What follows belongs to an exercise in optimizing a design on an open flow for small area, a short achievable clock period and few clock cycles per item; a production flow would make more cautious choices.
The RTL was checked by simulation tests, not by an equivalence proof against the original design.

## flow/design.v (module list and top-level ports; edited modules follow where they fit)
// module mult_feeder: 36 lines
// module mult_tree: 1317 lines
// module mult_tree_post: 473 lines
// module mult_drain: 45 lines
// module mult_top: 43 lines
module mult_top #(
    parameter int OUT_DEPTH   = 4,
    parameter int OUT_CREDITS = 2
) (
    input  logic            clk,
    input  logic            arst_n,
    input  logic            op_valid,
    input  logic [63:0]     op,
    output logic            op_ready,
    output logic            res_valid,
    output logic [63:0]     res,
    input  logic            res_credit
);
  // ...
==> flow/flow/run.sh <==
#!/bin/bash
# The standard layout with three changes to the netlist it lays out:
#  1. after the standard synthesis, flow/polarity.py removes the inverters
#     that synthesis left around full-adder cells (a full adder is self-dual,
#     so flipping its polarity changes no function); registers are untouched.
#  2. the buffers that synthesis (abc) put in are taken out at floorplan, so
#     the placer's repair builds the fanout trees.
#  3. the port buffers are buf_2 cells rather than the delay cells
#     buffer_ports picks by default. Every port still gets its own buffer.
# Each step writes its full output to a log of its own here (synth.log,
# polarity.log, standard.log); each ORFS step also keeps its log under
# orfs/logs.
set -euo pipefail
export REMOVE_ABC_BUFFERS=1
export BUFFER_PORTS_ARGS="-buffer_cell sky130_fd_sc_hd__buf_2"
bash standard.sh synth > synth.log 2>&1
R=orfs/results/${FLOW_PLATFORM}/mult_top/base
python3 flow/polarity.py $R/1_2_yosys.v $R/1_2_yosys_pol.v > polarity.log 2>&1
cp $R/1_2_yosys.v $R/1_2_yosys_std.v
cp $R/1_2_yosys_pol.v $R/1_2_yosys.v
rm -f $R/1_synth.odb $R/1_synth.sdc
bash standard.sh finish > standard.log 2>&1
==> flow/flow/polarity.py <==
#!/usr/bin/env python3
"""Removes inverters around full adders in a mapped sky130 netlist.

A full adder is self-dual: fa(~a, ~b, ~c) = (~sum, ~cout). Synthesis often
leaves inverters on the inputs or outputs of sky130_fd_sc_hd__fa_* cells. This
script flips the polarity of a full adder whenever that removes more
inverters than it adds, and removes inverter pairs, until nothing improves.
The logic function of every net that leaves the changed region is unchanged.

usage: polarity.py IN.v OUT.v
"""
import re
import sys
from collections import defaultdict

src = open(sys.argv[1]).read()
m = re.search(r'^(module\s+\w+\s*\(.*?\);)', src, re.S | re.M)
head_end = m.end()
inst_re = re.compile(r'^  (sky130_fd_sc_hd__\w+)\s+(\S+)\s*\(\n(.*?)\n  \);\n', re.S | re.M)
insts = {}
order = []
first = None
last = None
for mm in inst_re.finditer(src):
    if first is None:
        first = mm.start()
    last = mm.end()
    typ, name, body = mm.group(1), mm.group(2), mm.group(3)
    pins = {}
    for pm in re.finditer(r'\.(\w+)\((.*?)\)(?:,|$)', body, re.M):
        pins[pm.group(1)] = pm.group(2)
    insts[name] = [typ, pins]
    order.append(name)
pre = src[:first]
post = src[last:]
assert 'assign' not in post and 'assign' not in pre, 'netlist has assigns'

OUTPINS = {'X', 'Y', 'Q', 'Q_N', 'SUM', 'COUT', 'HI', 'LO'}
ports = set()
for pm in re.finditer(r'^\s*(input|output|inout)\s+(\[\d+:\d+\]\s+)?(\S+);', pre, re.M):
    ports.add(pm.group(3))

def is_port(net):
    base = net.split('[')[0].strip()
    return base in ports or net.strip() in ports

def is_inv(t):
    return re.match(r'sky130_fd_sc_hd__(clk)?inv_\d+$', t) is not None

def is_fa(t):
    return re.match(r'sky130_fd_sc_hd__fa_\d+$', t) is not None

drv = {}
loads = defaultdict(set)   # net -> set of (inst, pin)
def rebuild():
    drv.clear(); loads.clear()
    for n, (t, pins) in insts.items():
        for p, net in pins.items():
            if p in OUTPINS:
                drv[net] = (n, p)
            else:
                loads[net].add((n, p))
rebuild()

newid = [0]
newwires = []
def new_net():
    newid[0] += 1
    w = f'_pol{newid[0]}_'
    newwires.append(w)
    return w

def add_inv(a):
    y = new_net()
    newid[0] += 1
    name = f'_polinv{newid[0]}_'
    insts[name] = ['sky130_fd_sc_hd__inv_1', {'A': a, 'Y': y}]
    order.append(name)
    drv[y] = (name, 'Y')
    loads[a].add((name, 'A'))
    return y

def remove_inst(n):
    t, pins = insts.pop(n)
    for p, net in pins.items():
        if p in OUTPINS:
            drv.pop(net, None)
        else:
            loads[net].discard((n, p))

def connect(n, p, net):
    old = insts[n][1][p]
    loads[old].discard((n, p))
    insts[n][1][p] = net
    loads[net].add((n, p))

def inv_src(net):
    """If net is driven by an inverter, the inverter's input net."""
    d = drv.get(net)
    if d and is_inv(insts[d[0]][0]):
        return insts[d[0]][1]['A']
    return None

def existing_inv_of(net):
    for (n, p) in loads[net]:
        if is_inv(insts[n][0]) and p == 'A':
            return insts[n][1]['Y']
    return None

def dead_cleanup(net):
    """Remove inverters whose outputs have no loads, recursively."""
    d = drv.get(net)
    if d and is_inv(insts[d[0]][0]) and not loads[net] and not is_port(net):
        a = insts[d[0]][1]['A']
        remove_inst(d[0])
        dead_cleanup(a)

def n_inv():
    return sum(1 for t, _ in insts.values() if is_inv(t))

def flip_gain(n):
    """Inverters saved by flipping fa n (positive is good)."""
    t, pins = insts[n]
    gain = 0
    for p in ('A', 'B', 'CIN'):
        net = pins[p]
        s = inv_src(net)
        if s is not None:
            # the inverter goes away if this is its only load
            if len(loads[net]) == 1 and not is_port(net):
                gain += 1
        else:
            if existing_inv_of(net) is None:
                gain -= 1
    for p in ('SUM', 'COUT'):
        net = pins[p]
        ls = loads[net]
        invl = [x for x in ls if is_inv(insts[x[0]][0]) and not is_port(insts[x[0]][1]['Y'])]
        other = len(ls) - len(invl)
        gain += len(invl)
        if other or is_port(net):
            gain -= 1
    return gain

def do_flip(n):
    t, pins = insts[n]
    for p in ('A', 'B', 'CIN'):
        net = pins[p]
        s = inv_src(net)
        if s is not None:
            connect(n, p, s)
            dead_cleanup(net)
        else:
            e = existing_inv_of(net)
            connect(n, p, e if e is not None else add_inv(net))
    for p in ('SUM', 'COUT'):
        net = pins[p]
        # the fa now drives a new net m with the inverted value
        m = new_net()
        drv.pop(net, None)
        insts[n][1][p] = m
        drv[m] = (n, p)
        for (i, ip) in list(loads[net]):
            if is_inv(insts[i][0]) and not is_port(insts[i][1]['Y']):
                y = insts[i][1]['Y']
                for (ln, lp) in list(loads[y]):
                    connect(ln, lp, m)
                remove_inst(i)
        if loads[net] or is_port(net):
            # the remaining loads want the old value: an inverter drives net
            newid[0] += 1
            name = f'_polinv{newid[0]}_'
            insts[name] = ['sky130_fd_sc_hd__inv_1', {'A': m, 'Y': net}]
            order.append(name)
            drv[net] = (name, 'Y')
            loads[m].add((name, 'A'))

def remove_double_inverters():
    removed = 0
    for n in list(insts):
        if n not in insts or not is_inv(insts[n][0]):
            continue
        a = insts[n][1]['A']
        y = insts[n][1]['Y']
        s = inv_src(a)
        if s is None or is_port(y):
            continue
        for (ln, lp) in list(loads[y]):
            connect(ln, lp, s)
        remove_inst(n)
        dead_cleanup(a)
        removed += 1
    return removed

before = n_inv()
changed = True
rounds = 0
while changed and rounds < 50:
    rounds += 1
    changed = False
    if remove_double_inverters():
        changed = True
    for n in list(insts):
        if n in insts and is_fa(insts[n][0]) and len({insts[n][1][p] for p in ('A', 'B', 'CIN')}) == 3 and flip_gain(n) > 0:
            b = n_inv()
            do_flip(n)
            if n_inv() >= b:
                raise RuntimeError(f'flip of {n} did not help')
            changed = True
after = n_inv()
print(f'inverters: {before} -> {after}', file=sys.stderr)

# write back
out = [pre.rstrip('\n') + '\n']
for w in newwires:
    out.append(f'  wire {w};\n')
for n in order:
    if n not in insts:
        continue
    t, pins = insts[n]
    body = ',\n'.join(f'    .{p}({net})' for p, net in pins.items())
    out.append(f'  {t} {n} (\n{body}\n  );\n')
out.append(post)
open(sys.argv[2], 'w').write(''.join(out))
==> flow/standard.sh <==
#!/bin/bash
# synth_recipe.tcl (not shown) runs the flow's synth.tcl, then flattens the netlist and writes it again
# the make line also repeats each setting of config.mk as NAME=value (left out here)
make -C /OpenROAD-flow-scripts/flow DESIGN_CONFIG=/design/flow/config.mk WORK_HOME=/design/flow/orfs CLKGATE_MAP_FILE= SYNTH_SCRIPT=/design/flow/synth_recipe.tcl "${@:-finish}"
==> flow/config.mk <==
export PLATFORM = sky130hd
export DESIGN_NAME = mult_top
export DESIGN_NICKNAME = mult_top
export VERILOG_FILES = /design/flow/design.v
export SDC_FILE = /design/flow/constraint.sdc
export NUM_CORES = 4
export LEC_CHECK = 0
export ABC_AREA = 1
export CAP_MARGIN = 20
export CORE_MARGIN = 2
export CORE_UTILIZATION = 55
export GPL_TIMING_DRIVEN = 0
export SETUP_SLACK_MARGIN = 0.45
export SLEW_MARGIN = 20
==> flow/constraint.sdc <==
create_clock -name core_clock -period 4.0 [get_ports {clk}]
set_input_delay 0.8000 -clock core_clock [delete_from_list [all_inputs] [get_ports {clk}]]
set_output_delay 0.8000 -clock core_clock [all_outputs]
set_load 0.01 [all_outputs]
==> out/results.md, run 1 <==
* 14.0% — share of final-layout standard cells stronger than drive strength 1
* 0.00669 mm² — storage element area
* 38.5% — worst relative slew slack
* 29 — number of buffers inserted by post-CTS setup repair
* 35.9% — total routing resource utilization after global routing
* 11900 µm — routed length on met3
* 4.44 ns — required time reported for the critical path endpoint
* 42 — pin count of the biggest net entering global routing
* 301 — Seq cells
* 0 — max-slew violations
* 4 — number of warnings reported in the yosys synthesis log
* met5 — uppermost layer routed
* 236 µm — die outline height
* done — clock tree from TritonCTS
* 46.2% — met1 Usage GRT
* 13.8% — Layout Area Growth over Synthesis
* 0.59 ns — reg-to-reg setup timing slack
* xor2_1 — most common library cell in the layout ignoring fill and taps
* 6.41 — via density per instance
* 9.66 µm² — mean instance size in the synthesized netlist
* u_drain.rows — largest register by flop count
* 37 — number of CTS-inserted buffers
* 134 — Ports
* timing/DRC/antenna clean — status
* adder cells — Top Family by Delay on Critical Path
* 21 — critical path fanouts, max
Testbench counts, summed over its fixed seeds: cycles 3,216, items 3,200.
==> inputs of run 2 (changes only) <==
--- a/flow/config.mk
+++ b/flow/config.mk
@@ -10,5 +10,5 @@
 export CORE_MARGIN = 2
 export CORE_UTILIZATION = 55
 export GPL_TIMING_DRIVEN = 0
-export SETUP_SLACK_MARGIN = 0.45
+export SETUP_SLACK_MARGIN = 0.55
 export SLEW_MARGIN = 20
==> out/results.md, run 2 <==
* 0.0214 mm² — area of the multi-input gates, was 0.0211 mm²
* input port to async pin — Tightest Hold Check Type, unchanged
* 64.0% — Layout Utilization, was 62.9%
* 3069 — Syn Inst Count, unchanged
* 42 — pin count of the biggest net entering global routing, unchanged
* input port — kind of start point of the critical path, unchanged
* 0.58 ns — insertion delay of the later-clocked pin in the worst-skew pair, about the same
* 0.67 ns — reg-to-reg setup timing slack, was 0.59 ns
* 15.8% — Layout Area Growth over Synthesis, was 13.8%
* xor2_1 — most common library cell in the layout ignoring fill and taps, unchanged
* 6.43 — via density per instance, was 6.41
* 0.0457 ns — Post-Route Skew, was 0.0452 ns
* 0 — max-capacitance violation count, unchanged
* 301 — clock sinks, unchanged
* 0.0513 ns — Hold Slack, was 0.0504 ns
* 152000 µm — wire length of the first global-routing pass, about the same
* 0.0312 mm² — Placement Cell Area, unchanged
* 0.00669 mm² — storage element area, about the same
* 3.47 ns — clock period minus worst slack, was 3.53 ns
* 134 — Ports, unchanged
* 3.91 ns — arrival time reported for the critical path endpoint, was 3.97 ns
* timing/DRC/antenna clean — status, unchanged
* 0.0343 mm² — Finished Cell Area, was 0.0337 mm²
* flop — Critical Path Sink Type, unchanged
* 0.0536 mm² — core area, unchanged
* 4.44 ns — required time reported for the critical path endpoint, about the same
* 36.1% — total routing resource utilization after global routing, was 35.9%
* 3713 — Post-layout nets, was 3691
* 0.06 ns — register clock-pin slew on the reported worst setup and hold paths, about the same
* 0.920 ns — transition at the pin with the smallest max-transition slack, was 0.921 ns
* 3 — buffers from clock root to sink, at most, unchanged
* 0.0296 mm² — netlist area before placement, unchanged
* 85 — num rows, unchanged
* 9.66 µm² — mean instance size in the synthesized netlist, unchanged
* 15.8% — share of final-layout standard cells stronger than drive strength 1, was 14.0%
* 55.3% — Initial Util, unchanged
* input port to flop — type of the worst setup path, unchanged
* 0 — DRC violation count after routing, unchanged
* 2868 — 1st-iter DRT viols, unchanged
* 4354 — FILL cells, was 4418
* 65000 µm — detailed-placement wirelength estimate, unchanged
* 23 — critical path fanouts, max, was 21
* 26.7 µm — WL/cell, was 26.4 µm
* u_drain.rows x233, u_drain.res x64, u_feeder.credits x2 — leading registers by flop count, unchanged
* 233 — flip-flop count of the largest register, all copies and words added, unchanged
* 4 — number of warnings reported in the yosys synthesis log, unchanged
* 0 — final setup vio count, unchanged
* 86.8% — post-route fraction of the period consumed by the critical path, was 88.3%
* done — clock tree from TritonCTS, unchanged
* 102000 µm — total wirelength of the detailed-routed design, was 100000 µm
* yes — unrepaired setup endpoints after global routing, unchanged
* 0.528 ns — final setup slack of the worst path, was 0.468 ns
* 0 — number of diodes added for antenna fixing, unchanged
* 6 — number of detailed-routing iterations run before antenna repair, unchanged
* 236 µm — die outline height, unchanged
* 0 — max-slew violations, unchanged
* clkbuf_16 — CTS root buf, unchanged
* 0 — overflow left after global routing, unchanged
* 236 µm — Die X-Extent, unchanged
* 133 — Port Buffers, unchanged
* 37 — number of CTS-inserted buffers, unchanged
* 527 x xor2_1, 485 x o22ai_1, 423 x fa_1 — most frequent cells in the layout, was 528 x xor2_1, 495 x o22ai_1, 429 x fa_1
* 0 — number of hold violations in the final report, unchanged
* 38.6% — worst relative slew slack, was 38.5%
* 0.0558 mm² — full die area, unchanged
* -1.77 ns — worst-case setup slack after placement, unchanged
* 0 — initial antenna violation count, was 1
* 288 MHz — FMAX, was 283 MHz
* 0 — Routed Antenna Nets, unchanged
* 24583 — total number of vias, was 24356
* 25899 — vias in the first global route, was 25859
* u_drain.rows — largest register by flop count, unchanged
* 2 — Clock H-tree levels, unchanged
* 0.906 — placer's final routability congestion estimate, unchanged
==> run 2: cell count changes in the layout (fill, tap and decap cells not counted), moves of 6 or more <==
cell,before,now
o22ai_1,495,485
buf_4,37,51
nand2_1,292,285
fa_1,429,423
o22ai_2,0,10
fa_2,3,9
==> run 2: final cells by class <==
type,count,share of cell area (%)
clock buffers,53,3.12
clock inverters,14,0.361
inverters,328,4.30
multi-input cells,2190,62.3
flip-flops and latches,301,19.5
well taps,696,2.54
repair buffers,241,7.89
repair inverters,1,0.0328
==> run 2: worst paths after layout <==
check,start,endpoint,cells after the start
worst max-delay path,op[27],u_drain.rows[220]$_DFF_P_,11
worst min-delay path,arst_n,u_feeder.rows_valid$_DFF_PN0_,1
worst max register to register,u_drain.rows[24]$_DFF_P_,u_drain.res[32]$_DFFE_PP_,10
worst min register to register,u_drain.rows[64]$_DFF_P_,u_drain.res[0]$_DFFE_PP_,1
max in group asynchronous,arst_n,u_feeder.credits[1]$_DFF_PN1_,1
min in group core_clock,op[5],u_drain.rows[4]$_DFF_P_,1
==> run 2: per-stage QoR <==
step / setup TNS (ns) / instances
2_1_floorplan: -31.76 / 2814
4_1_cts: 0 / 3787
5_1_grt: 0 / 3824
3_3_place_gp: -547.32 / 3643
6_report: 0 / 3824
3_5_place_dp: -170.49 / 3682
==> run 2: per-layer routing <==
layer	track usage [%]	up-vias	wire, µm
met1	46.5	12193	38500
met2	56.7	1733	45400
met5	0	-	0
met3	9.44	471	12200
met4	17.9	0	5880
li1	-	10186	-
==> run 2: worst max-delay path: stages <==
cell and delay (ns):
buf_6 0.33, inv_4 0.27, nand2_1 0.21, o21ai_4 0.10
buf_16 0.18, o22ai_1 0.14, xor2_1 0.19, inv_1 0.09
fa_1 0.51, fa_1 0.59, fa_1 0.43
==> run 2: timing repair <==
item | in CTS | in global routing
hold buffers | 0 | 0
endpoints found under the setup margin | 206 | 70
buffers inserted | 31 | 27
gates resized for setup | 171 | 95
pin swaps | 29 | 25
cloned | 7 | 10
==> inputs of run 3 (changes only) <==
--- a/flow/config.mk
+++ b/flow/config.mk
@@ -10,5 +10,6 @@
 export CORE_MARGIN = 2
 export CORE_UTILIZATION = 55
 export GPL_TIMING_DRIVEN = 0
-export SETUP_SLACK_MARGIN = 0.55
+export SETUP_SLACK_MARGIN = 0.5
 export SLEW_MARGIN = 20
+export TNS_END_PERCENT = 30
==> out/results.md, run 3 <==
* 0 — max-slew violations, unchanged
* timing/DRC/antenna clean — status, unchanged
* 0.906 — placer's final routability congestion estimate, unchanged
* 0 — number of hold violations in the final report, unchanged
* 0.0338 mm² — Finished Cell Area, was 0.0343 mm²
* 4411 — FILL cells, was 4354
* u_drain.rows — largest register by flop count, unchanged
* input port — kind of start point of the critical path, unchanged
* done — clock tree from TritonCTS, unchanged
* 0.0312 mm² — Placement Cell Area, unchanged
* 26.5 µm — WL/cell, was 26.7 µm
* 0 — Routed Antenna Nets, unchanged
* 42 — pin count of the biggest net entering global routing, unchanged
* 1 — initial antenna violation count, was 0
* 0.58 ns — insertion delay of the later-clocked pin in the worst-skew pair, about the same
* 3.50 ns — clock period minus worst slack, was 3.47 ns
* 3682 — count of placed standard cells including taps, unchanged
* u_drain.rows x233, u_drain.res x64, u_feeder.credits x2 — leading registers by flop count, unchanged
* 101000 µm — total wirelength of the detailed-routed design, was 102000 µm
* clkbuf_16 — CTS root buf, unchanged
* 87.6% — post-route fraction of the period consumed by the critical path, was 86.8%
* 233 — flip-flop count of the largest register, all copies and words added, unchanged
* 37 — number of CTS-inserted buffers, unchanged
* 0.0558 mm² — full die area, unchanged
* 4 — number of warnings reported in the yosys synthesis log, unchanged
* 0.00669 mm² — storage element area, about the same
* 40.2% — worst relative slew slack, was 38.6%
* 528 x xor2_1, 492 x o22ai_1, 426 x fa_1 — most frequent cells in the layout, was 527 x xor2_1, 485 x o22ai_1, 423 x fa_1
* 134 — Ports, unchanged
* 236 µm — Die X-Extent, unchanged
* 20 — critical path fanouts, max, was 23
* 85 — num rows, unchanged
* 25924 — vias in the first global route, was 25899
* 65000 µm — detailed-placement wirelength estimate, unchanged
* 0 — max-capacitance violation count, unchanged
* 0.62 ns — reg-to-reg setup timing slack, was 0.67 ns
* 3 — buffers from clock root to sink, at most, unchanged
* u_drain.rows[22]$_DFF_P_ — start of the worst register-to-register path, was u_drain.rows[24]$_DFF_P_
* input port to flop — type of the worst setup path, unchanged
* 0 — hold buffer count at CTS, unchanged
* u_drain.rows[228]$_DFF_P_ — worst setup path endpoint, was u_drain.rows[220]$_DFF_P_
* 0 — number of diodes added for antenna fixing, unchanged
* 14.6% — share of final-layout standard cells stronger than drive strength 1, was 15.8%
* 0.895 ns — transition at the pin with the smallest max-transition slack, was 0.920 ns
* input port to async pin — Tightest Hold Check Type, unchanged
* xor2_1 — most common library cell in the layout ignoring fill and taps, unchanged
* 24353 — total number of vias, was 24583
* 36.0% — total routing resource utilization after global routing, was 36.1%
* 14.1% — Layout Area Growth over Synthesis, was 15.8%
* flop — Critical Path Sink Type, unchanged
* 0.0212 mm² — area of the multi-input gates, was 0.0214 mm²
* 0 — final setup vio count, unchanged
* 133 — Port Buffers, unchanged
* 4.42 ns — required time reported for the critical path endpoint, was 4.44 ns
* 2757 — 1st-iter DRT viols, was 2868
* 0 ns — final sum of negative setup slack, unchanged
* 152000 µm — wire length of the first global-routing pass, about the same
* 7 — number of detailed-routing iterations run before antenna repair, was 6
* op[15] — origin of the worst setup path, was op[27]
* 9.66 µm² — mean instance size in the synthesized netlist, unchanged
* 3.92 ns — arrival time reported for the critical path endpoint, was 3.91 ns
* 6.40 — via density per instance, was 6.43
* yes — unrepaired setup endpoints after global routing, unchanged
* 3805 — non-filler instance count after layout, was 3824
* 0.0445 ns — Post-Route Skew, was 0.0457 ns
* 0 — overflow left after global routing, unchanged
* 285 MHz — FMAX, was 288 MHz
* 301 — clock sinks, unchanged
* 0.05 ns — register clock-pin slew on the reported worst setup and hold paths, was 0.06 ns
* 55.3% — Initial Util, unchanged
* 0.0296 mm² — netlist area before placement, unchanged
* 13 — Register-to-Register Path Depth, was 10
* 236 µm — die outline height, unchanged
* u_drain.res[48]$_DFFE_PP_ — Reg2Reg Capture Point, was u_drain.res[32]$_DFFE_PP_
* 0.0536 mm² — core area, unchanged
* 2 — Clock H-tree levels, unchanged
* 3069 — Syn Inst Count, unchanged
* 0 — DRC violation count after routing, unchanged
* 3694 — Post-layout nets, was 3713
==> run 3: worst max-delay path: stages <==
cell,delay [ns]
buf_12,0.18
inv_12,0.20
nand2_1,0.13
o21ai_4,0.10
buf_16,0.20
o22ai_1,0.09
xor2_1,0.19
fa_1,0.48
inv_1,0.11
fa_1,0.43
fa_1,0.50
inv_1,0.05
fa_1,0.42
==> run 3: worst min path at each step <==
| stage | start | to | slack (ns) |
|---|---|---|---|
| floorplan | arst_n | u_feeder.credits[0]$_DFF_PN0_ | 0.50 |
| global placement | u_drain.rows[64]$_DFF_P_ | u_drain.res[0]$_DFFE_PP_ | 0.50 |
| detailed placement | u_drain.rows[1]$_DFF_P_ | u_drain.res[1]$_DFFE_PP_ | 0.52 |
| CTS | arst_n | u_feeder.rows_valid$_DFF_PN0_ | 0.03 |
| global route | arst_n | u_feeder.rows_valid$_DFF_PN0_ | 0.04 |
| finish | arst_n | u_feeder.rows_valid$_DFF_PN0_ | 0.05 |
==> run 3: timing repair <==
| item | CTS | global route |
|---|---|---|
| cloned | 6 | 6 |
| hold endpoints to repair | 0 | 0 |
| buffers inserted | 29 | 15 |
| resized for setup | 144 | 82 |
| pin swaps | 24 | 21 |
| endpoints found under the setup margin | 203 | 63 |
==> run 3: cell type report <==
type                            count  area share [%]
Inverter                          328            4.18
Clock buffer                       53            3.16
Multi-Input combinational cell   2190            62.7
Sequential cell                   301            19.8
Tap cell                          696            2.57
Timing Repair Buffer              223            7.25
Clock inverter                     14           0.366
==> run 3: through the flow <==
stage,setup slack [ns],hold WS (ns),utilization (%)
after floorplan,-0.745,0.496,-
after global placement,-3.53,0.503,56.0
after detailed placement,-1.77,0.518,58.2
after CTS,0.466,0.0291,62.2
after global routing,0.445,0.0379,63.1
final,0.496,0.0524,63.1
==> run 3: routing by layer <==
layer	vias to the layer above	GRT usage (%)	wire length, µm
met3	459	9.40	12300
li1	10149	-	-
met2	1705	57.0	45200
met1	12038	46.1	37700
met4	2	17.7	5640
met5	-	0	18
==> inputs of run 4 (changes only) <==
--- a/flow/config.mk
+++ b/flow/config.mk
@@ -10,6 +10,6 @@
 export CORE_MARGIN = 2
 export CORE_UTILIZATION = 55
 export GPL_TIMING_DRIVEN = 0
+export PLACE_DENSITY = 0.7
 export SETUP_SLACK_MARGIN = 0.5
 export SLEW_MARGIN = 20
-export TNS_END_PERCENT = 30
==> out/results.md, run 4 <==
* timing/DRC/antenna clean — status, unchanged
* 0.05 ns — register clock-pin slew on the reported worst setup and hold paths, about the same
* 0.0296 mm² — netlist area before placement, unchanged
* input port — kind of start point of the critical path, unchanged
* 301 — clock sinks, unchanged
* 4.42 ns — required time reported for the critical path endpoint, about the same
* 0.0536 mm² — core area, unchanged
* 4 — number of warnings reported in the yosys synthesis log, unchanged
* 0.56 ns — insertion delay of the later-clocked pin in the worst-skew pair, was 0.58 ns
* 0 — overflow left after global routing, unchanged
* 3.93 ns — arrival time reported for the critical path endpoint, was 3.92 ns
* 3069 — Syn Inst Count, unchanged
* 3614 — 1st-iter DRT viols, was 2757
* 134 — Ports, unchanged
* u_drain.rows — largest register by flop count, unchanged
* 3664 — count of placed standard cells including taps, was 3682
* 236 µm — Die X-Extent, unchanged
* 61100 µm — detailed-placement wirelength estimate, was 65000 µm
* 4231 — FILL cells, was 4411
* input port to flop — type of the worst setup path, unchanged
* 0 — max-slew violations, unchanged
* 0 — hold buffer count at CTS, unchanged
* 6.53 — via density per instance, was 6.40
* 13.4% — Layout Area Growth over Synthesis, was 14.1%
* clkbuf_16 — CTS root buf, unchanged
* 236 µm — die outline height, unchanged
* 0.00669 mm² — storage element area, unchanged
* 41.2% — worst relative slew slack, was 40.2%
* xor2_1 — most common library cell in the layout ignoring fill and taps, unchanged
* 0 — DRC violation count after routing, unchanged
* 0 — number of hold violations in the final report, unchanged
* 9.66 µm² — mean instance size in the synthesized netlist, unchanged
* 22 — critical path fanouts, max, was 20
* 34.8% — total routing resource utilization after global routing, was 36.0%
* 3.51 ns — clock period minus worst slack, was 3.50 ns
* 0 — initial antenna violation count, was 1
* 285 MHz — FMAX, about the same
* 3 — buffers from clock root to sink, at most, unchanged
* 133 — Port Buffers, unchanged
* 24795 — total number of vias, was 24353
* 14 — Register-to-Register Path Depth, was 13
* 98400 µm — total wirelength of the detailed-routed design, was 101000 µm
* 0 ns — final sum of negative setup slack, unchanged
* 149000 µm — wire length of the first global-routing pass, was 152000 µm
* u_drain.rows x233, u_drain.res x64, u_feeder.credits x2 — leading registers by flop count, unchanged
* 35 — number of CTS-inserted buffers, was 37
* 3800 — non-filler instance count after layout, was 3805
* 9 — number of detailed-routing iterations run before antenna repair, was 7
* 55.3% — Initial Util, unchanged
* 0.0213 mm² — area of the multi-input gates, was 0.0212 mm²
* 0.0558 mm² — full die area, unchanged
* 14.5% — share of final-layout standard cells stronger than drive strength 1, was 14.6%
* 528 x xor2_1, 491 x o22ai_1, 428 x fa_1 — most frequent cells in the layout, was 528 x xor2_1, 492 x o22ai_1, 426 x fa_1
* yes — unrepaired setup endpoints after global routing, unchanged
* 41 — pin count of the biggest net entering global routing, was 42
* 0.0243 ns — Post-Route Skew, was 0.0445 ns
* 3689 — Post-layout nets, was 3694
* 0 — final setup vio count, unchanged
* 233 — flip-flop count of the largest register, all copies and words added, unchanged
* input port to async pin — Tightest Hold Check Type, unchanged
* 0.882 ns — transition at the pin with the smallest max-transition slack, was 0.895 ns
* 0 — max-capacitance violation count, unchanged
* 87.8% — post-route fraction of the period consumed by the critical path, was 87.6%
* 0.916 — placer's final routability congestion estimate, was 0.906
* 26315 — vias in the first global route, was 25924
* 0 — Routed Antenna Nets, unchanged
* done — clock tree from TritonCTS, unchanged
* 25.9 µm — WL/cell, was 26.5 µm
* flop — Critical Path Sink Type, unchanged
* 62.7% — Layout Utilization, was 63.1%
* 2 — Clock H-tree levels, unchanged
* 85 — num rows, unchanged
## run 4: worst max-delay path, cell delays in order
cell,delay [ns]
buf_12,0.20
clkinv_16,0.16
o21ai_4,0.20
buf_4,0.20
buf_4,0.21
o22ai_1,0.10
xor2_1,0.19
ha_1,0.36
fa_1,0.53
fa_1,0.55
fa_1,0.40
## run 4: final cells by class
class	count	share of cell area, %
multi-input combinational	2193	63.4
sequential	301	19.9
timing repair buffer	215	6.37
inverter	328	4.29
clock buffer	52	3.04
tap	696	2.59
clock inverter	12	0.316
timing repair inverter	2	0.0484
antenna	1	0.00744
## run 4: per-layer routing
layer	up-vias	wire length [µm]	track usage, %
met4	0	6570	21.2
li1	10155	-	-
met5	-	0	0.606
met3	567	13900	11.1
met1	11997	34100	42.5
met2	2076	43900	54.1
## run 4: final timing paths
path | from | slack, ns | to
setup reg to reg | u_drain.rows[23]$_DFF_P_ | 0.59 | u_drain.res[33]$_DFFE_PP_
min in group core_clock | op[5] | 0.43 | u_drain.rows[4]$_DFF_P_
hold / removal | arst_n | 0.05 | u_feeder.credits[0]$_DFF_PN0_
hold reg to reg | u_drain.rows[64]$_DFF_P_ | 0.52 | u_drain.res[0]$_DFFE_PP_
max in group asynchronous | arst_n | 3.75 | u_feeder.credits[1]$_DFF_PN1_
setup / recovery | op[17] | 0.49 | u_drain.rows[222]$_DFF_P_
## run 4: timing repair
| action | CTS | global route |
|---|---|---|
| pin swaps | 27 | 21 |
| buffers inserted | 44 | 9 |
| endpoints found under the setup margin | 201 | 74 |
| gates resized for setup | 161 | 79 |
| cloned | 11 | 7 |
## run 4: per-stage QoR
step           instance area, µm²  hold slack, ns  worst slack [ns]
2_1_floorplan               28500           0.496            -0.745
3_3_place_gp                30000           0.509             -3.34
3_5_place_dp                30700           0.505             -1.50
4_1_cts                     33100          0.0292             0.502
5_1_grt                     33600          0.0382             0.463
6_report                    33600          0.0480             0.487
==> inputs of run 5 (changes only) <==
--- a/flow/config.mk
+++ b/flow/config.mk
@@ -10,6 +10,5 @@
 export CORE_MARGIN = 2
 export CORE_UTILIZATION = 55
 export GPL_TIMING_DRIVEN = 0
-export PLACE_DENSITY = 0.7
 export SETUP_SLACK_MARGIN = 0.5
 export SLEW_MARGIN = 20
==> out/results.md, run 5 <==
* timing/DRC/antenna clean — status, unchanged
* 55.3% — Initial Util, unchanged
* fa_1 — Critical Path Slowest Stage Cell, unchanged
* u_drain.rows — largest register by flop count, unchanged
* buf_16 -> nor2_4 -> inv_1 -> nand2_4 -> buf_12 -> o22ai_1 -> xor2_1 -> fa_1 -> inv_1 -> fa_1 -> fa_1 -> fa_1 — CP Cell Sequence, was buf_12 -> clkinv_16 -> o21ai_4 -> buf_4 -> buf_4 -> o22ai_1 -> xor2_1 -> ha_1 -> fa_1 -> fa_1 -> fa_1
* 14.8% — share of final-layout standard cells stronger than drive strength 1, was 14.5%
* 6.41 — via density per instance, was 6.53
* 87.1% — post-route fraction of the period consumed by the critical path, was 87.8%
* 0 — number of hold violations in the final report, unchanged
* 287 MHz — FMAX, was 285 MHz
* 0 — DRC violation count after routing, unchanged
* 24382 — total number of vias, was 24795
* 38.6% — worst relative slew slack, was 41.2%
* input port — kind of start point of the critical path, unchanged
* 0 — max-slew violations, unchanged
* 3069 — Syn Inst Count, unchanged
* 528 x xor2_1, 489 x o22ai_1, 425 x fa_1 — most frequent cells in the layout, was 528 x xor2_1, 491 x o22ai_1, 428 x fa_1
* 0 — overflow left after global routing, unchanged
* 2651 — 1st-iter DRT viols, was 3614
* 14.5% — Layout Area Growth over Synthesis, was 13.4%
* 4.43 ns — required time reported for the critical path endpoint, was 4.42 ns
* 0.06 ns — register clock-pin slew on the reported worst setup and hold paths, was 0.05 ns
* 42 — pin count of the biggest net entering global routing, was 41
* 3694 — Post-layout nets, was 3689
* 236 µm — Die X-Extent, unchanged
* 0.0558 mm² — full die area, unchanged
* 0.0296 mm² — netlist area before placement, unchanged
* 0.53 ns — biggest cell delay along the critical path, was 0.55 ns
* 65000 µm — detailed-placement wirelength estimate, was 61100 µm
* 2 — Clock H-tree levels, unchanged
* 85 — num rows, unchanged
* 3682 — count of placed standard cells including taps, was 3664
* input port to flop — type of the worst setup path, unchanged
* 0.515 ns — final setup slack of the worst path, was 0.487 ns
* 36.0% — total routing resource utilization after global routing, was 34.8%
* input port to async pin — Tightest Hold Check Type, unchanged
* 0.0536 mm² — core area, unchanged
* fa_1 — cell type with the highest occurrence count on the critical path, unchanged
* done — clock tree from TritonCTS, unchanged
* 101000 µm — total wirelength of the detailed-routed design, was 98400 µm
* 25940 — vias in the first global route, was 26315
* flop — Critical Path Sink Type, unchanged
* 0.0339 mm² — Finished Cell Area, was 0.0336 mm²
* xor2_1 — most common library cell in the layout ignoring fill and taps, unchanged
* 0 — Routed Antenna Nets, unchanged
* clkbuf_16 — CTS root buf, unchanged
* met2 — GR peak layer, unchanged
* 233 — flip-flop count of the largest register, all copies and words added, unchanged
* 236 µm — die outline height, unchanged
* 134 — Ports, unchanged
* 0.0458 ns — Post-Route Skew, was 0.0243 ns
* 46.0% — met1 Usage GRT, was 42.5%
* 152000 µm — wire length of the first global-routing pass, was 149000 µm
* 0 — hold buffer count at CTS, unchanged
* u_drain.rows x233, u_drain.res x64, u_feeder.credits x2 — leading registers by flop count, unchanged
* 26.6 µm — WL/cell, was 25.9 µm
* 0.58 ns — insertion delay of the later-clocked pin in the worst-skew pair, was 0.56 ns
* 3.92 ns — arrival time reported for the critical path endpoint, was 3.93 ns
* 57.1% — GRT met2 Usage, was 54.1%
* 301 — clock sinks, unchanged
* 4 — combined buffer and inverter count along the critical path, unchanged
* 37 — number of CTS-inserted buffers, was 35
* 3806 — non-filler instance count after layout, was 3800
* 1 — initial antenna violation count, was 0
* -1.77 ns — worst-case setup slack after placement, was -1.50 ns
* yes — unrepaired setup endpoints after global routing, unchanged
* 4388 — FILL cells, was 4231
* adder cells — Top Family by Delay on Critical Path, unchanged
* 0 — max-capacitance violation count, unchanged
* 4 — number of warnings reported in the yosys synthesis log, unchanged
* 21 — critical path fanouts, max, was 22
* 0.0312 mm² — Placement Cell Area, was 0.0307 mm²
* 133 — Port Buffers, unchanged
* 9.44% — routing usage on met3, was 11.1%
* 3 — buffers from clock root to sink, at most, unchanged
* 3.49 ns — clock period minus worst slack, was 3.51 ns
* 7 — number of detailed-routing iterations run before antenna repair, was 9
* 0 — final setup vio count, unchanged
* 9.66 µm² — mean instance size in the synthesized netlist, unchanged
* 0.920 ns — transition at the pin with the smallest max-transition slack, was 0.882 ns
* 0.906 — placer's final routability congestion estimate, was 0.916
==> run 5: cell types whose count changed in the layout (fill, tap and decap cells not counted), sizes merged <==
cell,delta
buf,+8
inv,+3
clkinvlp,-2
nand2,-2
clkbuf,+1
clkinv,-1
o21ai,-1
==> run 5: routing by layer <==
metal	up-vias	share of wire, %
met4	2	5.6
li1	10150	-
met5	-	0.018
met2	1748	45
met3	460	12
met1	12022	37
==> run 5: what timing repair did <==
item                       in CTS  in global routing
setup buffers                  30                 12
gates cloned                    6                  8
gates resized for setup       145                 98
setup endpoints to repair     203                 65
pin swaps                      25                 20
==> run 5: path summary, 6_finish.rpt <==
check | slack [ns] | start | cells past startpoint | end
min in group core_clock | 0.50 | op[5] | 1 | u_drain.rows[4]$_DFF_P_
worst min-delay path | 0.05 | arst_n | 1 | u_feeder.rows_valid$_DFF_PN0_
max in group asynchronous | 3.75 | arst_n | 1 | u_feeder.credits[1]$_DFF_PN1_
worst max-delay path | 0.51 | op[5] | 12 | u_drain.rows[222]$_DFF_P_
worst min register to register | 0.53 | u_drain.rows[64]$_DFF_P_ | 1 | u_drain.res[0]$_DFFE_PP_
worst max register to register | 0.60 | u_drain.rows[22]$_DFF_P_ | 10 | u_drain.res[32]$_DFFE_PP_
==> run 5: worst register-to-register path, stage by stage, from the launching register on <==
cell and delay [ns]:
dfxtp_1 0.31, fa_1 0.58, fa_1 0.43, ha_1 0.37, nand2_1 0.11, nor2_2 0.19
nand2_1 0.21, nor2_4 0.21, nand2_8 0.12, nand2_8 0.13, fa_1 0.43
==> run 5: stage by stage <==
step	hold WS, ns	setup TNS (ns)	utilization [%]
2_1_floorplan	0.496	-31.76	-
3_3_place_gp	0.503	-547.32	56.0
3_5_place_dp	0.518	-170.49	58.2
4_1_cts	0.0291	0	62.2
5_1_grt	0.0379	0	63.3
6_report	0.0507	0	63.3
==> run 5: cell type report <==
type	instances	area, µm²	share of cell area (%)
Antenna cell	1	2.50	0.00737
Clock buffer	53	1070	3.15
Clock inverter	14	124	0.365
Inverter	328	1450	4.26
Multi-Input combinational cell	2190	21200	62.6
Sequential cell	301	6690	19.7
Tap cell	696	871	2.57
Timing Repair Buffer	223	2490	7.35
==> inputs of run 6 (changes only) <==
--- a/flow/config.mk
+++ b/flow/config.mk
@@ -8,7 +8,8 @@
 export ABC_AREA = 1
 export CAP_MARGIN = 20
 export CORE_MARGIN = 2
-export CORE_UTILIZATION = 55
+export CORE_UTILIZATION = 65
 export GPL_TIMING_DRIVEN = 0
+export PLACE_DENSITY = 0.72
 export SETUP_SLACK_MARGIN = 0.5
 export SLEW_MARGIN = 20
==> out/results.md, run 6 <==
* 526 x xor2_1, 490 x o22ai_1, 426 x fa_1 — most frequent cells in the layout, was 528 x xor2_1, 489 x o22ai_1, 425 x fa_1
* timing/DRC/antenna clean — status, unchanged
* u_drain.rows[17]$_DFF_P_ — start of the worst register-to-register path, was u_drain.rows[22]$_DFF_P_
* 3.50 ns — clock period minus worst slack, was 3.49 ns
* 41.7% — total routing resource utilization after global routing, was 36.0%
* op[21] — origin of the worst setup path, was op[5]
* 286 MHz — FMAX, was 287 MHz
* 3.93 ns — arrival time reported for the critical path endpoint, was 3.92 ns
* 0 — overflow left after global routing, unchanged
* 27.1 µm — WL/cell, was 26.6 µm
* 149000 µm — wire length of the first global-routing pass, was 152000 µm
* xor2_1 — most common library cell in the layout ignoring fill and taps, unchanged
* 41 — pin count of the biggest net entering global routing, was 42
* 65.6% — Initial Util, was 55.3%
* 15 — Register-to-Register Path Depth, was 10
* 6.83 — via density per instance, was 6.41
* 0 — final setup vio count, unchanged
* flop — Critical Path Sink Type, unchanged
* 9.66 µm² — mean instance size in the synthesized netlist, unchanged
* 87.5% — post-route fraction of the period consumed by the critical path, was 87.1%
* 0.61 ns — reg-to-reg setup timing slack, was 0.60 ns
* 133 — Port Buffers, unchanged
* 233 — flip-flop count of the largest register, all copies and words added, unchanged
* 26617 — vias in the first global route, was 25940
* u_drain.rows — largest register by flop count, unchanged
* 0.57 ns — insertion delay of the later-clocked pin in the worst-skew pair, was 0.58 ns
* 0.0362 ns — Hold Slack, was 0.0507 ns
* 60300 µm — detailed-placement wirelength estimate, was 65000 µm
* 4.43 ns — required time reported for the critical path endpoint, about the same
* input port — kind of start point of the critical path, unchanged
* 0.977 ns — transition at the pin with the smallest max-transition slack, was 0.920 ns
* done — clock tree from TritonCTS, unchanged
* 25362 — total number of vias, was 24382
* 4 — number of warnings reported in the yosys synthesis log, unchanged
* 14.9% — share of final-layout standard cells stronger than drive strength 1, was 14.8%
* 0 — Routed Antenna Nets, unchanged
* 3712 — non-filler instance count after layout, was 3806
* input port to flop — type of the worst setup path, unchanged
* u_drain.res[33]$_DFFE_PP_ — Reg2Reg Capture Point, was u_drain.res[32]$_DFFE_PP_
* 0 — max-slew violations, unchanged
* 15700 µm — routed length on met3, was 12300 µm
* 3 — buffers from clock root to sink, at most, unchanged
* 0 — max-capacitance violation count, unchanged
* met5 — uppermost layer routed, unchanged
* u_drain.rows x233, u_drain.res x64, u_feeder.credits x2 — leading registers by flop count, unchanged
* 34000 µm — sum of routed wire segments on met1, was 37700 µm
* 0 — number of hold violations in the final report, unchanged
* 13.4% — Layout Area Growth over Synthesis, was 14.5%
* -1.67 ns — worst-case setup slack after placement, was -1.77 ns
* 4 — initial antenna violation count, was 1
* 42800 µm — metal2 WL, was 45500 µm
* 3569 — count of placed standard cells including taps, was 3682
* 0.0232 ns — Post-Route Skew, was 0.0458 ns
* 2 — Clock H-tree levels, unchanged
* 0.05 ns — register clock-pin slew on the reported worst setup and hold paths, was 0.06 ns
* 36 — number of CTS-inserted buffers, was 37
* 3938 — 1st-iter DRT viols, was 2651
* 134 — Ports, unchanged
* 0 — DRC violation count after routing, unchanged
* 23 — critical path fanouts, max, was 21
* 301 — clock sinks, unchanged
* 9 — number of detailed-routing iterations run before antenna repair, was 7
* input port to async pin — Tightest Hold Check Type, unchanged
* 0.0296 mm² — netlist area before placement, unchanged
* 78 — num rows, was 85
* clkbuf_16 — CTS root buf, unchanged
* 0.0452 mm² — core area, was 0.0536 mm²
* 0.0473 mm² — full die area, was 0.0558 mm²
* 218 µm — Die X-Extent, was 236 µm
* 0.499 ns — final setup slack of the worst path, was 0.515 ns
* 101000 µm — total wirelength of the detailed-routed design, about the same
* 3069 — Syn Inst Count, unchanged
* 218 µm — die outline height, was 236 µm
* yes — unrepaired setup endpoints after global routing, unchanged
* 0.918 — placer's final routability congestion estimate, was 0.906
* 34.8% — worst relative slew slack, was 38.6%
* 3698 — Post-layout nets, was 3694
## run 6: per-layer routing
| layer | vias up | global-route usage [%] |
|---|---|---|
| li1 | 10167 | - |
| met1 | 12119 | 51.5 |
| met2 | 2279 | 61.9 |
| met3 | 789 | 16.4 |
| met4 | 8 | 25.2 |
| met5 | - | 0 |
## run 6: worst max path at each step
stage,depth (start not counted),to,slack [ns]
CTS,12,u_drain.rows[224]$_DFF_P_,0.50
floorplan,9,u_drain.rows[224]$_DFF_P_,-0.75
finish,13,u_drain.rows[224]$_DFF_P_,0.50
detailed placement,10,u_drain.rows[222]$_DFF_P_,-1.67
global placement,10,u_drain.rows[222]$_DFF_P_,-3.39
global route,15,u_drain.res[33]$_DFFE_PP_,0.48
## run 6: critical path, stage by stage
cell	delay [ns]
buf_8	0.28
inv_12	0.13
nand2_1	0.15
o21ai_4	0.09
buf_16	0.18
o22ai_1	0.18
xor2_1	0.31
ha_1	0.29
inv_1	0.08
fa_1	0.42
fa_1	0.51
inv_1	0.05
fa_1	0.42
## run 6: repair_timing
action                     4_1_cts  5_1_grt
pin swaps                       25       33
gates cloned                     7        9
setup endpoints to repair      199       71
setup buffers                   35       27
hold buffers                     0        0
gates resized for setup        141      129
## run 6: final cells by class
type                    count  area (µm²)
multi-input cells        2192       21300
fillers                  3027       11600
flip-flops and latches    301        6690
repair buffers            226        2230
inverters                 328        1470
clock buffers              48         987
well taps                 600         751
clock inverters            16         146
diodes                      1        2.50
## run 6: stage by stage
step | setup TNS (ns) | util [%] | area [µm²]
finish | 0 | 74.4 | 33600
CTS | 0 | 72.5 | 32800
detailed placement | -158.88 | 67.9 | 30700
global placement | -498.51 | 66.2 | 29900
floorplan | -31.76 | - | 28500
global route | 0 | 74.4 | 33600
==> inputs of run 7 (changes only) <==
--- a/flow/config.mk
+++ b/flow/config.mk
@@ -8,8 +8,7 @@
 export ABC_AREA = 1
 export CAP_MARGIN = 20
 export CORE_MARGIN = 2
-export CORE_UTILIZATION = 65
+export CORE_UTILIZATION = 48
 export GPL_TIMING_DRIVEN = 0
-export PLACE_DENSITY = 0.72
 export SETUP_SLACK_MARGIN = 0.5
 export SLEW_MARGIN = 20
==> out/results.md, run 7 <==
* 55.8% — Layout Utilization, was 74.4%
* 0.0343 mm² — Finished Cell Area, was 0.0336 mm²
* 48.3% — Initial Util, was 65.6%
* 11600 µm — routed length on met3, was 15700 µm
* 0.0193 ns — Post-Route Skew, was 0.0232 ns
* 0.06 ns — register clock-pin slew on the reported worst setup and hold paths, was 0.05 ns
* 3069 — Syn Inst Count, unchanged
* 6.21 — via density per instance, was 6.83
* 252 µm — Die X-Extent, was 218 µm
* 2 — Clock H-tree levels, unchanged
* 0 — final setup vio count, unchanged
* flop — Critical Path Sink Type, unchanged
* 101000 µm — total wirelength of the detailed-routed design, about the same
* 24359 — total number of vias, was 25362
* 0.896 — placer's final routability congestion estimate, was 0.918
* done — clock tree from TritonCTS, unchanged
* 0 — number of hold violations in the final report, unchanged
* u_drain.rows x233, u_drain.res x64, u_feeder.credits x2 — leading registers by flop count, unchanged
* 0 — number of diodes added for antenna fixing, was 1
* clkbuf_16 — CTS root buf, unchanged
* 15.8% — share of final-layout standard cells stronger than drive strength 1, was 14.9%
* 39.9% — worst relative slew slack, was 34.8%
* 3.91 ns — arrival time reported for the critical path endpoint, was 3.93 ns
* 41 — pin count of the biggest net entering global routing, unchanged
* 63900 µm — detailed-placement wirelength estimate, was 60300 µm
* 30.6% — total routing resource utilization after global routing, was 41.7%
* 37 — number of CTS-inserted buffers, was 36
* 134 — Ports, unchanged
* 15.6% — Layout Area Growth over Synthesis, was 13.4%
* 0.0310 mm² — Placement Cell Area, was 0.0307 mm²
* 0 — max-capacitance violation count, unchanged
* u_drain.rows — largest register by flop count, unchanged
* 0 — max-slew violations, unchanged
* 0.00669 mm² — storage element area, unchanged
* 0.0214 mm² — area of the multi-input gates, was 0.0213 mm²
* 288 MHz — FMAX, was 286 MHz
* 21 — critical path fanouts, max, was 23
* 3.47 ns — clock period minus worst slack, was 3.50 ns
* 0 — Routed Antenna Nets, unchanged
* 3 — buffers from clock root to sink, at most, unchanged
* 9.66 µm² — mean instance size in the synthesized netlist, unchanged
* 528 x xor2_1, 490 x o22ai_1, 425 x fa_1 — most frequent cells in the layout, was 526 x xor2_1, 490 x o22ai_1, 426 x fa_1
* 0.0614 mm² — core area, was 0.0452 mm²
* 252 µm — die outline height, was 218 µm
* 301 — clock sinks, unchanged
* 25694 — vias in the first global route, was 26617
* 233 — flip-flop count of the largest register, all copies and words added, unchanged
* 0.901 ns — transition at the pin with the smallest max-transition slack, was 0.977 ns
* 149000 µm — wire length of the first global-routing pass, about the same
* input port to flop — type of the worst setup path, unchanged
* 8 — number of detailed-routing iterations run before antenna repair, was 9
* yes — unrepaired setup endpoints after global routing, unchanged
* xor2_1 — most common library cell in the layout ignoring fill and taps, unchanged
* 37700 µm — sum of routed wire segments on met1, was 34000 µm
* timing/DRC/antenna clean — status, unchanged
* 4.44 ns — required time reported for the critical path endpoint, was 4.43 ns
* 25.7 µm — WL/cell, was 27.1 µm
* 91 — num rows, was 78
* met5 — uppermost layer routed, unchanged
* 0.0328 ns — Hold Slack, was 0.0362 ns
* 0 — DRC violation count after routing, unchanged
* input port to async pin — Tightest Hold Check Type, unchanged
* 0 — overflow left after global routing, unchanged
* 0.57 ns — insertion delay of the later-clocked pin in the worst-skew pair, about the same
* input port — kind of start point of the critical path, unchanged
* 133 — Port Buffers, unchanged
* 45700 µm — metal2 WL, was 42800 µm
* 86.8% — post-route fraction of the period consumed by the critical path, was 87.5%
* 0.0296 mm² — netlist area before placement, unchanged
* 3717 — Post-layout nets, was 3698
* 5197 — FILL cells, was 3027
* 2910 — 1st-iter DRT viols, was 3938
* 1 — initial antenna violation count, was 4
* 0 — hold buffer count at CTS, unchanged
* 4 — number of warnings reported in the yosys synthesis log, unchanged
* -1.75 ns — worst-case setup slack after placement, was -1.67 ns
* 0.0638 mm² — full die area, was 0.0473 mm²
* 0.530 ns — final setup slack of the worst path, was 0.499 ns
[run 7: changes by cell type in the layout (fill, tap and decap cells not counted), moves of 5 or more]
cell	previous run	this run
nand2_2	20	15
nor2_2	7	13
clkbuf_16	45	51
buf_4	57	64
clkbuf_1	9	3
[run 7: through the flow]
| step | TNS, ns | std cells |
|---|---|---|
| after detailed placement | -176.38 | 3763 |
| final | 0 | 3922 |
| after global placement | -522.90 | 3737 |
| after CTS | 0 | 3869 |
| after global routing | 0 | 3922 |
| after floorplan | -31.76 | 2814 |
[run 7: area by class of cell]
cell class / count / share of cell area [%]
clock buffer: 50 / 3.27
clock inverter: 17 / 0.427
inverter: 328 / 4.28
multi-input combinational: 2193 / 62.4
sequential: 301 / 19.5
tap: 790 / 2.88
timing repair buffer: 242 / 7.19
timing repair inverter: 1 / 0.0329
[run 7: repair_timing]
item | in CTS | in global routing
buffers inserted | 36 | 37
endpoints found under the setup margin | 206 | 76
resized for setup | 135 | 136
gates cloned | 3 | 16
hold endpoints to repair | 0 | 0
pin swaps | 23 | 35
[run 7: final timing paths]
check	startpoint	end	slack [ns]	cells after the start
max reg2reg	u_drain.rows[26]$_DFF_P_	u_drain.res[58]$_DFFE_PP_	0.65	16
max in group asynchronous	arst_n	u_feeder.credits[1]$_DFF_PN1_	3.77	1
max	op[23]	u_drain.rows[220]$_DFF_P_	0.53	12
min	arst_n	u_feeder.credits[0]$_DFF_PN0_	0.03	1
min in group core_clock	op[5]	u_drain.rows[4]$_DFF_P_	0.42	1
min reg2reg	u_drain.rows[1]$_DFF_P_	u_drain.res[1]$_DFFE_PP_	0.52	1
[run 7: critical path, cell delays in order]
cell and delay [ns]:
buf_8 0.25, inv_6 0.20, nand2_1 0.16, o21ai_4 0.08
buf_4 0.16, buf_16 0.16, o22ai_1 0.19, xor2_1 0.23
fa_1 0.48, fa_1 0.59, inv_1 0.08, fa_1 0.50
[run 7: routing by layer]
metal,vias to the layer above,GRT usage [%]
met2,1674,49.2
met4,2,14.3
li1,10183,-
met3,440,7.46
met1,12060,39.0
met5,-,0

[port drivers added, routing unchanged]
The results above use ideal ports. As a check the final layouts listed here were re-extracted and re-timed, cells and wires unchanged.
Step 1 (the two cells are an assumption about what drives the block):
set clk [get_ports {clk}]
set_driving_cell -lib_cell sky130_fd_sc_hd__clkbuf_16 $clk
set_driving_cell -lib_cell sky130_fd_sc_hd__buf_2 [delete_from_list [all_inputs] $clk]
Step 2 times the ports against the registers' clock, not the clock port: input delays grow and output delays shrink by t, the midpoint of the rising clock arrivals with the driver on.
Three values: no drivers, after step 1, after step 2; two values: the first two.
| run | t, ns | slack for setup (ns) | hold slack, ns | worst setup path at the end | slew at the worst register clock pin (ns) | worst slew at a driven data input, ns |
|---|---|---|---|---|---|---|
| run 1 | 0.625 | 0.468 / 0.344 / -0.281 | 0.050 / 0.006 / 0.533 | input to register | 0.07 / 0.07 | 0.25 |
| run 2 | 0.624 | 0.528 / 0.397 / -0.227 | 0.051 / 0.007 / 0.533 | input to register | 0.07 / 0.07 | 0.25 |
| run 3 | 0.622 | 0.496 / 0.369 / -0.253 | 0.052 / 0.008 / 0.533 | input to register | 0.06 / 0.06 | 0.26 |
| run 4 | 0.615 | 0.487 / 0.450 / -0.165 | 0.048 / 0.007 / 0.524 | input to register | 0.07 / 0.07 | 0.18 |
| run 5 | 0.625 | 0.515 / 0.362 / -0.262 | 0.051 / 0.006 / 0.533 | input to register | 0.06 / 0.06 | 0.26 |
| run 6 | 0.625 | 0.499 / 0.412 / -0.213 | 0.036 / -0.005 / 0.516 | input to register | 0.07 / 0.07 | 0.24 |
| run 7 | 0.625 | 0.530 / 0.423 / -0.202 | 0.033 / 0.001 / 0.523 | input to register | 0.06 / 0.06 | 0.22 |
With both steps, setup timing fails in every run listed, where it was met with ideal ports. For run 5, which loses most, drivers alone change the setup slack by -0.153 ns; drivers and shift together by -0.777 ns.
